From an optimization exercise on the open Yosys and OpenROAD flow, aimed at small area and a short achievable clock period; shortcuts taken in it are not production practice.
The RTL was checked by simulation tests, not by an equivalence proof against the original design.
No activity file was given, so power comes from the tool's default toggle rates.

<file path="flow/design.v">
package pfs_pkg;
    localparam int WORD_W     = 256;
    localparam int ADDR_W     = 22;
    localparam int FIFO_DEPTH = 8;
    localparam int CREDIT_W   = 4;
    localparam int PTR_W      = $clog2(FIFO_DEPTH);
    localparam int HDR_TOTAL_LSB = WORD_W - 32;
    localparam int HDR_COUNT_LSB = WORD_W - 64;
    localparam int HDR_FILL_LSB  = WORD_W - 72;
    localparam logic [23:0] BLACK = 24'h000000;
    localparam logic [23:0] WHITE = 24'hffffff;
    localparam logic [1:0] FETCH_IDLE      = 2'd0;
    localparam logic [1:0] FETCH_HEAD      = 2'd1;
    localparam logic [1:0] FETCH_HEAD_WAIT = 2'd2;
    localparam logic [1:0] FETCH_BODY      = 2'd3;
    localparam logic [1:0] SER_IDLE  = 2'd0;
    localparam logic [1:0] SER_HEAD  = 2'd1;
    localparam logic [1:0] SER_LOAD  = 2'd2;
    localparam logic [1:0] SER_SHIFT = 2'd3;
endpackage
module pat_fetch (
    input  logic              pixel_clk,
    input  logic              pixel_rst_n,
    input  logic              start,
    input  logic              mem_ready,
    output logic [pfs_pkg::ADDR_W:0]   mem_req,
    input  logic [pfs_pkg::WORD_W:0]   mem_rsp,
    input  logic              credit_return
);
    logic [1:0]          state;
    logic [pfs_pkg::ADDR_W-1:0]   addr_q;
    logic [pfs_pkg::CREDIT_W-1:0] credits;
    logic [pfs_pkg::CREDIT_W-1:0] outstanding;
    logic [31:0]         body_left;
    logic [31:0]         words_per_pat;
    logic [31:0]         hdr_total_bits;
    logic [31:0]         hdr_pat_count;
    logic                rsp_valid;
    logic                issue;
    logic                accept;
    assign rsp_valid      = mem_rsp[pfs_pkg::WORD_W];
    assign hdr_total_bits = mem_rsp[pfs_pkg::HDR_TOTAL_LSB +: 32];
    assign hdr_pat_count  = mem_rsp[pfs_pkg::HDR_COUNT_LSB +: 32];
    assign words_per_pat = {8'd0, hdr_total_bits[31:8]} + 32'(|hdr_total_bits[7:0]);
    assign issue = (state == pfs_pkg::FETCH_HEAD || (state == pfs_pkg::FETCH_BODY && body_left != 32'd0))
                   && credits != '0;
    assign accept = issue && mem_ready;
    assign mem_req = {issue, addr_q};
    always_ff @(posedge pixel_clk or negedge pixel_rst_n) begin
        if (!pixel_rst_n) begin
            state       <= pfs_pkg::FETCH_IDLE;
            addr_q      <= '0;
            credits     <= pfs_pkg::CREDIT_W'(pfs_pkg::FIFO_DEPTH);
            outstanding <= '0;
            body_left   <= '0;
        end else begin
            credits     <= credits - pfs_pkg::CREDIT_W'(accept) + pfs_pkg::CREDIT_W'(credit_return);
            outstanding <= outstanding + pfs_pkg::CREDIT_W'(accept) - pfs_pkg::CREDIT_W'(rsp_valid);
            if (accept) begin
                addr_q <= addr_q + 1'b1;
            end
            case (state)
                pfs_pkg::FETCH_IDLE: begin
                    if (start) begin
                        addr_q <= '0;
                        state  <= pfs_pkg::FETCH_HEAD;
                    end
                end
                pfs_pkg::FETCH_HEAD: begin
                    if (accept) begin
                        state <= pfs_pkg::FETCH_HEAD_WAIT;
                    end
                end
                pfs_pkg::FETCH_HEAD_WAIT: begin
                    if (rsp_valid) begin
                        body_left <= words_per_pat * hdr_pat_count;
                        state     <= pfs_pkg::FETCH_BODY;
                    end
                end
                pfs_pkg::FETCH_BODY: begin
                    if (accept) begin
                        body_left <= body_left - 32'd1;
                    end
                    if (body_left == 32'd0 && outstanding == '0) begin
                        state <= pfs_pkg::FETCH_IDLE;
                    end
                end
                default: begin
                    state <= pfs_pkg::FETCH_IDLE;
                end
            endcase
        end
    end
endmodule
module word_fifo (
    input  logic              pixel_clk,
    input  logic              pixel_rst_n,
    input  logic              wr_en,
    input  logic [pfs_pkg::WORD_W-1:0] wr_data,
    input  logic              pop,
    output logic              rd_ready,
    output logic [pfs_pkg::WORD_W-1:0] rd_data,
    output logic              credit_return
);
    logic [pfs_pkg::WORD_W-1:0]   mem [pfs_pkg::FIFO_DEPTH];
    logic [pfs_pkg::PTR_W-1:0]    wr_ptr;
    logic [pfs_pkg::PTR_W-1:0]    rd_ptr;
    logic [pfs_pkg::CREDIT_W-1:0] count;
    logic                do_pop;
    assign rd_ready = count != '0;
    assign do_pop   = pop && rd_ready;
    always_ff @(posedge pixel_clk) begin
        if (wr_en) begin
            mem[wr_ptr] <= wr_data;
        end
        if (do_pop) begin
            rd_data <= mem[rd_ptr];
        end
    end
    always_ff @(posedge pixel_clk or negedge pixel_rst_n) begin
        if (!pixel_rst_n) begin
            wr_ptr        <= '0;
            rd_ptr        <= '0;
            count         <= '0;
            credit_return <= 1'b0;
        end else begin
            if (wr_en) begin
                wr_ptr <= wr_ptr + 1'b1;
            end
            if (do_pop) begin
                rd_ptr <= rd_ptr + 1'b1;
            end
            count         <= count + pfs_pkg::CREDIT_W'(wr_en) - pfs_pkg::CREDIT_W'(do_pop);
            credit_return <= do_pop;
        end
    end
endmodule
module pix_serializer (
    input  logic              pixel_clk,
    input  logic              pixel_rst_n,
    input  logic [2:0]        pixel_sync,
    input  logic              rd_ready,
    input  logic [pfs_pkg::WORD_W-1:0] rd_data,
    output logic              pop,
    output logic [2:0]        gen_sync,
    output logic [23:0]       gen_rgb
);
    logic [1:0]  state;
    logic [31:0] hdr_total_bits;
    logic [31:0] hdr_pat_count;
    logic [7:0]  hdr_h_fill;
    logic [31:0] total_bits;
    logic [31:0] bits_left;
    logic [31:0] pats_left;
    logic [7:0]  h_fill;
    logic [7:0]  fill_cnt;
    logic [7:0]  bit_idx;
    logic        pixel_de;
    logic        show_bit;
    logic        cur_bit;
    logic        bit_done;
    logic        pat_end;
    logic        set_end;
    logic        word_end;
    assign hdr_total_bits = rd_data[pfs_pkg::HDR_TOTAL_LSB +: 32];
    assign hdr_pat_count  = rd_data[pfs_pkg::HDR_COUNT_LSB +: 32];
    assign hdr_h_fill     = rd_data[pfs_pkg::HDR_FILL_LSB +: 8];
    assign pixel_de       = pixel_sync[2];
    assign show_bit = state == pfs_pkg::SER_SHIFT && pixel_de;
    assign cur_bit  = rd_data[~bit_idx];
    assign bit_done = show_bit && fill_cnt == h_fill;
    assign pat_end  = bits_left == 32'd1;
    assign set_end  = pat_end && pats_left == 32'd1;
    assign word_end = bit_done && (bit_idx == 8'hff || pat_end) && !set_end;
    assign pop = rd_ready && (state == pfs_pkg::SER_IDLE || state == pfs_pkg::SER_LOAD || word_end);
    always_ff @(posedge pixel_clk or negedge pixel_rst_n) begin
        if (!pixel_rst_n) begin
            state      <= pfs_pkg::SER_IDLE;
            total_bits <= '0;
            bits_left  <= '0;
            pats_left  <= '0;
            h_fill     <= '0;
            fill_cnt   <= '0;
            bit_idx    <= '0;
        end else begin
            case (state)
                pfs_pkg::SER_IDLE: begin
                    if (rd_ready) begin
                        state <= pfs_pkg::SER_HEAD;
                    end
                end
                pfs_pkg::SER_HEAD: begin
                    total_bits <= hdr_total_bits;
                    bits_left  <= hdr_total_bits;
                    pats_left  <= hdr_pat_count;
                    h_fill     <= hdr_h_fill;
                    fill_cnt   <= '0;
                    bit_idx    <= '0;
                    if (hdr_total_bits == 32'd0 || hdr_pat_count == 32'd0) begin
                        state <= pfs_pkg::SER_IDLE;
                    end else begin
                        state <= pfs_pkg::SER_LOAD;
                    end
                end
                pfs_pkg::SER_LOAD: begin
                    if (rd_ready) begin
                        state <= pfs_pkg::SER_SHIFT;
                    end
                end
                pfs_pkg::SER_SHIFT: begin
                    if (bit_done) begin
                        fill_cnt  <= '0;
                        bit_idx   <= bit_idx + 8'd1;
                        bits_left <= bits_left - 32'd1;
                        if (pat_end) begin
                            bit_idx   <= '0;
                            bits_left <= total_bits;
                            pats_left <= pats_left - 32'd1;
                        end
                        if (set_end) begin
                            state <= pfs_pkg::SER_IDLE;
                        end else if (word_end && !rd_ready) begin
                            state <= pfs_pkg::SER_LOAD;
                        end
                    end else if (show_bit) begin
                        fill_cnt <= fill_cnt + 8'd1;
                    end
                end
                default: begin
                    state <= pfs_pkg::SER_IDLE;
                end
            endcase
        end
    end
    always_ff @(posedge pixel_clk or negedge pixel_rst_n) begin
        if (!pixel_rst_n) begin
            gen_sync <= 3'b011;
            gen_rgb  <= pfs_pkg::WHITE;
        end else begin
            gen_sync <= pixel_sync;
            if (show_bit && cur_bit) begin
                gen_rgb <= pfs_pkg::BLACK;
            end else begin
                gen_rgb <= pfs_pkg::WHITE;
            end
        end
    end
endmodule
module pattern_fetch_send (
    input  logic                pixel_clk,
    input  logic                pixel_rst_n,
    input  logic                start,
    input  logic [2:0]          pixel_sync,    
    input  logic                mem_ready,
    output logic [pfs_pkg::ADDR_W:0]     mem_req,       
    input  logic [pfs_pkg::WORD_W:0]     mem_rsp,       
    output logic [2:0]          gen_sync,      
    output logic [23:0]         gen_rgb        
);
    logic              credit_return;
    logic              fifo_pop;
    logic              fifo_rd_ready;
    logic [pfs_pkg::WORD_W-1:0] fifo_rd_data;
    pat_fetch u_pat_fetch (
        .pixel_clk     (pixel_clk),
        .pixel_rst_n   (pixel_rst_n),
        .start         (start),
        .mem_ready     (mem_ready),
        .mem_req       (mem_req),
        .mem_rsp       (mem_rsp),
        .credit_return (credit_return)
    );
    word_fifo u_word_fifo (
        .pixel_clk     (pixel_clk),
        .pixel_rst_n   (pixel_rst_n),
        .wr_en         (mem_rsp[pfs_pkg::WORD_W]),
        .wr_data       (mem_rsp[pfs_pkg::WORD_W-1:0]),
        .pop           (fifo_pop),
        .rd_ready      (fifo_rd_ready),
        .rd_data       (fifo_rd_data),
        .credit_return (credit_return)
    );
    pix_serializer u_pix_serializer (
        .pixel_clk   (pixel_clk),
        .pixel_rst_n (pixel_rst_n),
        .pixel_sync  (pixel_sync),
        .rd_ready    (fifo_rd_ready),
        .rd_data     (fifo_rd_data),
        .pop         (fifo_pop),
        .gen_sync    (gen_sync),
        .gen_rgb     (gen_rgb)
    );
endmodule
</file>
<file path="flow/run.sh">
#!/bin/bash
# synth_recipe.tcl (not shown) runs the flow's synth.tcl, then flattens the netlist and writes it again
# the make line also repeats each setting of config.mk as NAME=value (left out here)
make -C /OpenROAD-flow-scripts/flow DESIGN_CONFIG=/design/flow/config.mk WORK_HOME=/design/flow/orfs CLKGATE_MAP_FILE= SYNTH_SCRIPT=/design/flow/synth_recipe.tcl finish
</file>
<file path="flow/config.mk">
export PLATFORM = sky130hd
export DESIGN_NAME = pattern_fetch_send
export DESIGN_NICKNAME = pattern_fetch_send
export VERILOG_FILES = /design/flow/design.v
export SDC_FILE = /design/flow/constraint.sdc
export NUM_CORES = 4
export LEC_CHECK = 0
export CAP_MARGIN = 20
export CORE_MARGIN = 2
export CORE_UTILIZATION = 40
export SLEW_MARGIN = 20
</file>
<file path="flow/constraint.sdc">
create_clock -name core_clock -period 12.0 [get_ports {pixel_clk}]
set_input_delay 2.4000 -clock core_clock [delete_from_list [all_inputs] [get_ports {pixel_clk}]]
set_output_delay 2.4000 -clock core_clock [all_outputs]
set_load 0.01 [all_outputs]
</file>
==> results.txt <==
status finished clean; top-area cell type share of the netlist area 0.611; routability cong. 0.825; crit-path max FO 17; clock latency (worst-skew pair) 860 ps; core area 282,000 um2; dpl hpwl 159 mm; hold path startpoint u_pix_serializer.total_bits[17]; Worst Path Arrival 11,590 ps; Slew Limit Fails 0; Layout area overhead 14.6%; GR Overflow Total 0; startpoint types input port; cell count after synthesis 6,404; FFs w/ async S/R, synth 0.0802; Tightest Pin Transition 1190 ps; Setup CP Type input port to flop; R2R cell count 9; Total Routing Usage GR 0.188; Buffers on Ports 313; Ports 314; Iter 0 DRT Violations 4,529; CP peak stage delay 800 ps; Crit path buffers/inverters 6; syn_area_per_cell 17.7 um2; root buffer cell clkbuf_16; Mapped Area 113,000 um2; CP dominant cell by count fa_1; Net Count, Synth 7,200; Avg WL per Cell 25.1 um; post-synth cell types 81; Pre-antenna DRT Iters 5; drt total wl 270 mm; first-pass GRT wire length 404 mm; post-layout minimum cycle time 10,860 ps; Final Cycle Share 0.905; hold path depth 1; EDFF count, synth 2,304; Main synth FF type edfxtp_1; final core occ 0.460; CP Capture Point u_pat_fetch.body_left[31]; Synth Warn # 3; Num CTS Buffers 267; Max rail drop VDD 0.000549 V; Max Clock Skew 92.5 ps; pwr dens 287 nW/um2; Worst Path Required 12,730 ps; slowest CP cell xnor2_2; Core Rows 195; Die X 536 um; Detail Route Antenna Nets 0; reg-to-reg endpoint u_word_fifo.rd_data[77]; register area share after synthesis 0.655; CP delay by family, top adder cells; total leakage power 0.0446 uW; Worst path depth 33; share of layout cells above drive strength 1 0.208; Non-Filler Instances 10,800; cts hold-fix bufs 0; Worst Setup SP mem_rsp[225]; # resized after CTS 0; DRC viols 0; CTS tree done; ranking of synthesized cells by area edfxtp_1, mux4_2, fa_1; Initial Util 0.402; worst hold path class flop to flop; final setup fails 0; vias in the first global route 61,700; Nets 7,595; R2R setup slack 6990 ps; Fin. Hold Viols 0; Reg clk slew, reported paths 60 ps; RR Startpoint u_pix_serializer.bits_left[24]; RSZ-0062 raised after global routing no; area of the die 288,000 um2; Setup crit end kind flop; total of max-cap violations 0; setup TNS 0 ps; Post-CTS Setup Bufs 0; vias per cell 5.40; Synth area leader edfxtp_1; max frequency 92.1 MHz; initial antenna violation count 76; total power 37,300 uW; Die Y 536 um; largest net degree at the start of global routing 141; Max-slew headroom 0.204; htree depth 5; TritonCTS Sinks 2,505; clk buf depth 4; routed via count 58,000; Synth Register Bits 2,505; dpl cells 10,300
-- cells by family (layout without fill, tap and decap cells) --
logic type,Yosys count,count (layout),share of synthesized area
and+or+nand+nor,1039,1039,0.0468
AOI/OAI and AO/OA,383,383,0.0198
buffers and inverters,857,1450,0.0292
adders and majority gates,532,532,0.0851
DFF,2505,2505,0.655
xor gates and xnor gates,152,152,0.0121
other,0,14,0
muxes,936,936,0.152
-- per-stage QoR --
step	hold WS (ps)	cell area, um2	setup WS (ps)
3_3_place_gp	485	121000	327
4_1_cts	504	130000	1190
3_5_place_dp	490	121000	295
2_1_floorplan	473	113000	-2300
6_report	505	130000	1140
5_1_grt	511	130000	602
-- power breakdown --
part / switching (uW) / internal [uW]
combinational: 9230 / 7390
sequential: 838 / 11800
clock: 3330 / 4680
-- worst reg2reg max path: cells and delay by family (launching register included) --
kind,cells,cell delay [ps]
flops,1,440
buf+inv,2,1670
simple gates,5,2120
compound gates,2,310
-- area by class of cell --
class | instances | area, um2
antenna | 14 | 35.0
clock buffer | 328 | 7160
inverter | 538 | 2020
sequential | 2505 | 74200
multi-input combinational | 3042 | 36000
clock inverter | 139 | 1300
timing repair buffer | 445 | 4390
tap | 3743 | 4680
fill | 24000 | 152000
-- layer usage --
metal | up-vias | global-route usage | share of wire
li1 | 25000 | - | -
met4 | 70 | 0.0461 | 0.023
met2 | 1561 | 0.315 | 0.49
met5 | - | 0 | 0.0016
met1 | 31000 | 0.254 | 0.42
met3 | 461 | 0.0351 | 0.061
-- how the worst min path moves through the flow --
stage | endpoint | slack (ps)
finish | u_pix_serializer.total_bits[17] | 510
CTS | u_pix_serializer.total_bits[25] | 500
global route | u_pix_serializer.total_bits[25] | 510
floorplan | u_pat_fetch.body_left[0] | 470
detailed placement | u_pix_serializer.total_bits[25] | 490
global placement | u_pix_serializer.total_bits[25] | 480
-- state kept, by name, summed over array words and instances, names as in the netlist --
name	count
u_pat_fetch.outstanding	4
u_word_fifo.rd_data	256
u_pix_serializer.gen_sync	3
u_pix_serializer.gen_rgb	1
u_word_fifo.credit_return	1
u_pix_serializer.total_bits	32
u_word_fifo.count	4
u_pix_serializer.fill_cnt	8
u_pix_serializer.h_fill	8
u_pix_serializer.pats_left	32
u_word_fifo.wr_ptr	3
u_pix_serializer.state	2
u_pix_serializer.bit_idx	8
u_pat_fetch.credits	4
u_word_fifo.mem	2048
u_word_fifo.rd_ptr	3
u_pat_fetch.state	2
u_pat_fetch.addr_q	22
u_pix_serializer.bits_left	32
u_pat_fetch.body_left	32
-- Yosys cell counts, types with 8 or more instances --
cell,n
a21o_1,20
nor4_1,38
xor2_1,60
mux2_2,301
ha_1,135
fa_1,397
clkbuf_1,210
and2_1,207
nor2b_1,83
nor3_1,47
buf_4,24
nor2_1,123
nand2b_1,28
nand2_1,346
mux4_2,597
o22ai_1,44
mux2i_1,37
o21ai_0,150
nand3_1,69
nand4_1,21
edfxtp_1,2304
xnor2_1,89
dfrtp_1,197
buf_1,80
a21oi_1,100
a31oi_1,8
and3_1,17
or3_1,11
inv_1,538
-- placed cells by master (no fill, tap or decap), drive strengths merged, types with 7 or more instances in the layout --
| cell | n |
|---|---|
| a21o | 20 |
| a21oi | 100 |
| a31oi | 8 |
| and2 | 208 |
| and3 | 17 |
| buf | 141 |
| bufinv | 20 |
| clkbuf | 328 |
| clkdlybuf4s50 | 304 |
| clkinv | 104 |
| clkinvlp | 7 |
| dfrtp | 197 |
| diode | 14 |
| edfxtp | 2304 |
| fa | 397 |
| ha | 135 |
| inv | 546 |
| mux2 | 302 |
| mux2i | 37 |
| mux4 | 597 |
| nand2 | 346 |
| nand2b | 28 |
| nand3 | 70 |
| nand4 | 23 |
| nor2 | 125 |
| nor2b | 84 |
| nor3 | 49 |
| nor4 | 39 |
| o21ai | 152 |
| o22ai | 44 |
| or3 | 11 |
| or4 | 8 |
| xnor2 | 90 |
| xor2 | 60 |

re-timing with driven ports:
The flow's constraints put no driver on any port. The routed layout listed below was extracted and timed again, unchanged, in two steps. Step 1, drivers: a clkbuf_16 drives pixel_clk and a buf_2 each remaining input, both assumed. Step 2 also shifts input and output timing later by t, the mid clock arrival at the registers, as if the neighbouring blocks saw the same clock. a / b / c = no drivers / after step 1 / after step 2; a / b = the first two.
t, ns: 0.906
setup WS [ns]: 1.141 / 1.185 / 0.279
worst data-port slew with drivers (ns): 0.16
cell pins on the clock port's net: 1
After both steps setup and hold are still met in this run. The setup slack of this run moves by +0.044 ns with the drivers and by -0.862 ns with both steps.
